Background: an optimization exercise with open tools, aiming at small area, a short achievable clock period and few clock cycles per item. Do not read the settings as production practice. RTL that was checked went through simulation tests only; none was proved equivalent to the original. Power and IR drop assume default switching activity.

==> flow/design.v <==
package bst_pkg;
    localparam int TOKEN_WIDTH   = 8;
    localparam int PAYLOAD_WIDTH = 32;
    localparam int NODE_COUNT    = 16;
endpackage
`timescale 1ns/1ps
module bst_engine_top (
    input  logic              aclk,
    input  logic              aresetn,
    input  logic              req_valid,
    output logic              req_ready,
    input  logic [47:0]       req,
    output logic              cpl_valid,
    input  logic              cpl_ready,
    output logic [32:0]       cpl
);
    localparam int N  = bst_pkg::NODE_COUNT;
    localparam int TW = bst_pkg::TOKEN_WIDTH;
    localparam int PW = bst_pkg::PAYLOAD_WIDTH;
    logic [TW-1:0] tok [N];
    logic [PW-1:0] pay [N];
    logic [N-1:0]  dead;     
    logic [N-1:0]  used;     
    logic          p_ins;    
    logic          p_dup;    
    logic [N-1:0]  mq0, mq1;     
    logic [1:0]    mq_cnt;
    logic          c_v;
    logic [PW:0]   c_q;
    logic          n_rdy;
    logic          fire, ins_fire, srch_fire, any;
    logic [N-1:0]  wsel, newest, live, match;
    logic          c_free, pop;
    logic [PW-1:0] sel_pay;
    assign req_ready = !n_rdy;
    assign cpl_valid = c_v;
    assign cpl       = c_q;
    assign fire      = req_valid && !n_rdy;
    assign ins_fire  = fire && (req[47:40] == 8'd1);
    assign srch_fire = fire && (req[47:40] == 8'd2);
    always_comb begin
        for (int i = 0; i < N; i++) begin
            wsel[i]   = ((i == 0) ? 1'b1 : used[i-1]) && !used[i];
            newest[i] = used[i] && ((i == N-1) ? 1'b1 : !used[i+1]);
            live[i]   = used[i] && ((p_ins && newest[i]) ? !p_dup : !dead[i]);
        end
    end
    always_comb begin
        for (int i = 0; i < N; i++)
            match[i] = live[i] && (tok[i] == req[39:32]);
    end
    assign any = |match;
    always_ff @(posedge aclk) begin
        for (int i = 0; i < N; i++) begin
            if (wsel[i]) begin
                tok[i] <= req[39:32];
                pay[i] <= req[31:0];
            end
            if (p_ins && newest[i]) dead[i] <= p_dup;
        end
    end
    always_ff @(posedge aclk) begin
        p_dup <= any;
    end
    always_ff @(posedge aclk or negedge aresetn) begin
        if (!aresetn) begin
            used  <= '0;
            p_ins <= 1'b0;
        end else begin
            if (ins_fire) used <= {used[N-2:0], 1'b1};
            p_ins <= ins_fire && !used[N-1];
        end
    end
    assign c_free = !c_v || cpl_ready;
    assign pop    = c_free && (mq_cnt != 2'd0);
    always_ff @(posedge aclk) begin
        if (mq_cnt == 2'd0 || pop) mq0 <= mq_cnt[1] ? mq1 : match;
        if (mq_cnt == 2'd1)        mq1 <= match;
    end
    always_ff @(posedge aclk or negedge aresetn) begin
        if (!aresetn) begin
            mq_cnt <= 2'd0;
            c_v    <= 1'b0;
            n_rdy  <= 1'b0;
        end else begin
            case (mq_cnt)
                2'd0:    mq_cnt <= srch_fire ? 2'd1 : 2'd0;
                2'd1:    mq_cnt <= (srch_fire == pop) ? 2'd1 : (srch_fire ? 2'd2 : 2'd0);
                default: mq_cnt <= pop ? 2'd1 : 2'd2;
            endcase
            n_rdy  <= (mq_cnt[1] && !pop) || (mq_cnt == 2'd1 && srch_fire && !pop);
            c_v    <= pop || (c_v && !cpl_ready);
        end
    end
    always_comb begin
        sel_pay = '0;
        for (int i = 0; i < N; i++)
            sel_pay = sel_pay | (pay[i] & {PW{mq0[i]}});
    end
    always_ff @(posedge aclk) begin
        if (c_free) c_q <= {sel_pay, ~|mq0};
    end
endmodule
Settings: LEC_CHECK=0, ABC_CLOCK_PERIOD_IN_PS=1500, CAP_MARGIN=20, CORE_MARGIN=2, CORE_UTILIZATION=60, CTS_CLUSTER_DIAMETER=150, CTS_CLUSTER_SIZE=25, SETUP_SLACK_MARGIN=1.9, SLEW_MARGIN=20; clock period 4.0 ns.
standard.sh (not shown) runs the stock make flow with config.mk's settings and CLKGATE_MAP_FILE= SYNTH_SCRIPT=/design/flow/synth_recipe.tcl, a recipe that flattens the netlist after the stock synthesis.
==> flow/flow/run.sh <==
#!/bin/bash
# The standard layout, with faster port buffers.
set -euo pipefail
bash standard.sh "BUFFER_PORTS_ARGS=-buffer_cell sky130_fd_sc_hd__buf_4" finish > standard.log 2>&1
Testbench counts at the start, summed over its fixed seeds: cycles 12,672, items 12,288.
Rerun with:
--- a/flow/design.v
+++ b/flow/design.v
@@ -18,60 +18,51 @@
     localparam int TW = bst_pkg::TOKEN_WIDTH;
     localparam int PW = bst_pkg::PAYLOAD_WIDTH;
     logic [TW-1:0] tok [N];
     logic [PW-1:0] pay [N];
     logic [N-1:0]  dead;     
     logic [N-1:0]  used;     
-    logic          p_ins;    
-    logic          p_dup;    
     logic [N-1:0]  mq0, mq1;     
     logic [1:0]    mq_cnt;
     logic          c_v;
     logic [PW:0]   c_q;
     logic          n_rdy;
     logic          fire, ins_fire, srch_fire, any;
-    logic [N-1:0]  wsel, newest, live, match;
+    logic [N-1:0]  wsel, match;
     logic          c_free, pop;
     logic [PW-1:0] sel_pay;
     assign req_ready = !n_rdy;
     assign cpl_valid = c_v;
     assign cpl       = c_q;
     assign fire      = req_valid && !n_rdy;
     assign ins_fire  = fire && (req[47:40] == 8'd1);
     assign srch_fire = fire && (req[47:40] == 8'd2);
     always_comb begin
-        for (int i = 0; i < N; i++) begin
-            wsel[i]   = ((i == 0) ? 1'b1 : used[i-1]) && !used[i];
-            newest[i] = used[i] && ((i == N-1) ? 1'b1 : !used[i+1]);
-            live[i]   = used[i] && ((p_ins && newest[i]) ? !p_dup : !dead[i]);
-        end
-    end
-    always_comb begin
         for (int i = 0; i < N; i++)
-            match[i] = live[i] && (tok[i] == req[39:32]);
+            match[i] = used[i] && !dead[i] && (tok[i] == req[39:32]);
     end
     assign any = |match;
+    always_comb begin
+        wsel[0] = !used[0];
+        for (int i = 1; i < N; i++)
+            wsel[i] = used[i-1] && !used[i];
+    end
     always_ff @(posedge aclk) begin
         for (int i = 0; i < N; i++) begin
             if (wsel[i]) begin
-                tok[i] <= req[39:32];
-                pay[i] <= req[31:0];
+                tok[i]  <= req[39:32];
+                pay[i]  <= req[31:0];
+                dead[i] <= any;
             end
-            if (p_ins && newest[i]) dead[i] <= p_dup;
         end
-    end
-    always_ff @(posedge aclk) begin
-        p_dup <= any;
     end
     always_ff @(posedge aclk or negedge aresetn) begin
         if (!aresetn) begin
-            used  <= '0;
-            p_ins <= 1'b0;
-        end else begin
-            if (ins_fire) used <= {used[N-2:0], 1'b1};
-            p_ins <= ins_fire && !used[N-1];
+            used <= '0;
+        end else if (ins_fire) begin
+            used <= {used[N-2:0], 1'b1};
         end
     end
     assign c_free = !c_v || cpl_ready;
     assign pop    = c_free && (mq_cnt != 2'd0);
     always_ff @(posedge aclk) begin
         if (mq_cnt == 2'd0 || pop) mq0 <= mq_cnt[1] ? mq1 : match;
What happened:
- The changed run completed with no timing, DRC or antenna violations
- non-clock buffer count rises by 20
- design area decreases slightly
- count of clock-buffer cells in the layout falls by 7
- clock skew came out higher by 0.0064 ns
- routed wire length shrinks slightly
- sequential share of layout area came out higher by 0.53 points
Testbench counts after the change, summed over its fixed seeds: cycles 12,672, items 12,288.

========
Starts from the design.v that is shown in full above.
export LEC_CHECK = 0
export ABC_CLOCK_PERIOD_IN_PS = 1500
export CAP_MARGIN = 20
export CORE_MARGIN = 2
export CORE_UTILIZATION = 60
export CTS_CLUSTER_DIAMETER = 150
export CTS_CLUSTER_SIZE = 25
export SETUP_SLACK_MARGIN = 2.0
export SLEW_MARGIN = 20
create_clock -name core_clock -period 4.0 [get_ports {aclk}]
Scripts as last shown in full above: flow/flow/run.sh
The starting point went through all stages and came out clean.
Testbench counts at the start, summed over its fixed seeds: cycles 12,672, items 12,288.
==> next run, changes <==
--- a/flow/design.v
+++ b/flow/design.v
@@ -21,23 +21,24 @@
     logic [PW-1:0] pay [N];
     logic [N-1:0]  dead;     
     logic [N-1:0]  used;     
     logic          p_ins;    
     logic          p_dup;    
-    logic [N-1:0]  mq0, mq1;     
-    logic [1:0]    mq_cnt;
+    logic          m_v;
+    logic [N-1:0]  m_q;
     logic          c_v;
     logic [PW:0]   c_q;
-    logic          n_rdy;
     logic          fire, ins_fire, srch_fire, any;
     logic [N-1:0]  wsel, newest, live, match;
-    logic          c_free, pop;
+    logic          c_free, m_free;
     logic [PW-1:0] sel_pay;
-    assign req_ready = !n_rdy;
+    assign c_free    = !c_v || cpl_ready;
+    assign m_free    = !m_v || c_free;
+    assign req_ready = m_free;
     assign cpl_valid = c_v;
     assign cpl       = c_q;
-    assign fire      = req_valid && !n_rdy;
+    assign fire      = req_valid && m_free;
     assign ins_fire  = fire && (req[47:40] == 8'd1);
     assign srch_fire = fire && (req[47:40] == 8'd2);
     always_comb begin
         for (int i = 0; i < N; i++) begin
             wsel[i]   = ((i == 0) ? 1'b1 : used[i-1]) && !used[i];
@@ -69,35 +70,26 @@
         end else begin
             if (ins_fire) used <= {used[N-2:0], 1'b1};
             p_ins <= ins_fire && !used[N-1];
         end
     end
-    assign c_free = !c_v || cpl_ready;
-    assign pop    = c_free && (mq_cnt != 2'd0);
     always_ff @(posedge aclk) begin
-        if (mq_cnt == 2'd0 || pop) mq0 <= mq_cnt[1] ? mq1 : match;
-        if (mq_cnt == 2'd1)        mq1 <= match;
+        if (m_free) m_q <= match;
     end
     always_ff @(posedge aclk or negedge aresetn) begin
         if (!aresetn) begin
-            mq_cnt <= 2'd0;
-            c_v    <= 1'b0;
-            n_rdy  <= 1'b0;
+            m_v <= 1'b0;
+            c_v <= 1'b0;
         end else begin
-            case (mq_cnt)
-                2'd0:    mq_cnt <= srch_fire ? 2'd1 : 2'd0;
-                2'd1:    mq_cnt <= (srch_fire == pop) ? 2'd1 : (srch_fire ? 2'd2 : 2'd0);
-                default: mq_cnt <= pop ? 2'd1 : 2'd2;
-            endcase
-            n_rdy  <= (mq_cnt[1] && !pop) || (mq_cnt == 2'd1 && srch_fire && !pop);
-            c_v    <= pop || (c_v && !cpl_ready);
+            m_v <= srch_fire || (m_v && !c_free);
+            c_v <= (m_v && c_free) || (c_v && !cpl_ready);
         end
     end
     always_comb begin
         sel_pay = '0;
         for (int i = 0; i < N; i++)
-            sel_pay = sel_pay | (pay[i] & {PW{mq0[i]}});
+            sel_pay = sel_pay | (pay[i] & {PW{m_q[i]}});
     end
     always_ff @(posedge aclk) begin
-        if (c_free) c_q <= {sel_pay, ~|mq0};
+        if (c_free) c_q <= {sel_pay, ~|m_q};
     end
 endmodule
=>
- The changed run went through all stages and came out clean
- worst hold slack degrades by 0.020 ns
- clock power decreases by about 2%
- global-route usage went down by 1.3 points
- die area goes down by 3.7%
- combinational power fell by 43%
- synthesized cell count went down by 3.0%
- cell area decreases by 2.3%
For the second run of this note, only the layout was checked, not whether the RTL still works.

[port drivers added, routing unchanged]
How much do the figures lean on ideal ports? The routed layouts below were timed once more, with nothing changed but the port constraints.
Step 1: set_driving_cell puts a clkbuf_16 on aclk and a buf_2 on each other input, an assumption about the parent block.
Step 2 also shifts input and output timing later by t, the mid clock arrival at the registers, as if the neighbouring blocks saw the same clock.
Slacks: ideal / step 1 / step 2; pairs: ideal / step 1.
run | t (ns) | slack for setup (ns) | hold slack, ns | worst setup path after step 2 | worst slew at a driven data input, ns
the first run of note 1 | 0.635 | 1.939 / 1.881 / 1.585 | 0.101 / 0.067 / 0.552 | input to register | 0.08
the second run of note 1 | 0.627 | 1.912 / 1.909 / 1.303 | 0.092 / 0.055 / 0.548 | input to register | 0.11
the first run of note 2 | 0.626 | 2.000 / 1.942 / 1.587 | 0.091 / 0.056 / 0.558 | input to register | 0.08
the second run of note 2 | 0.631 | 1.845 / 1.806 / 1.545 | 0.070 / 0.035 / 0.475 | input to register | 0.07
After both steps setup and hold are still met in every run listed. The setup slack of the second run of note 1, which loses most, moves by -0.003 ns with the drivers and by -0.609 ns with both steps.
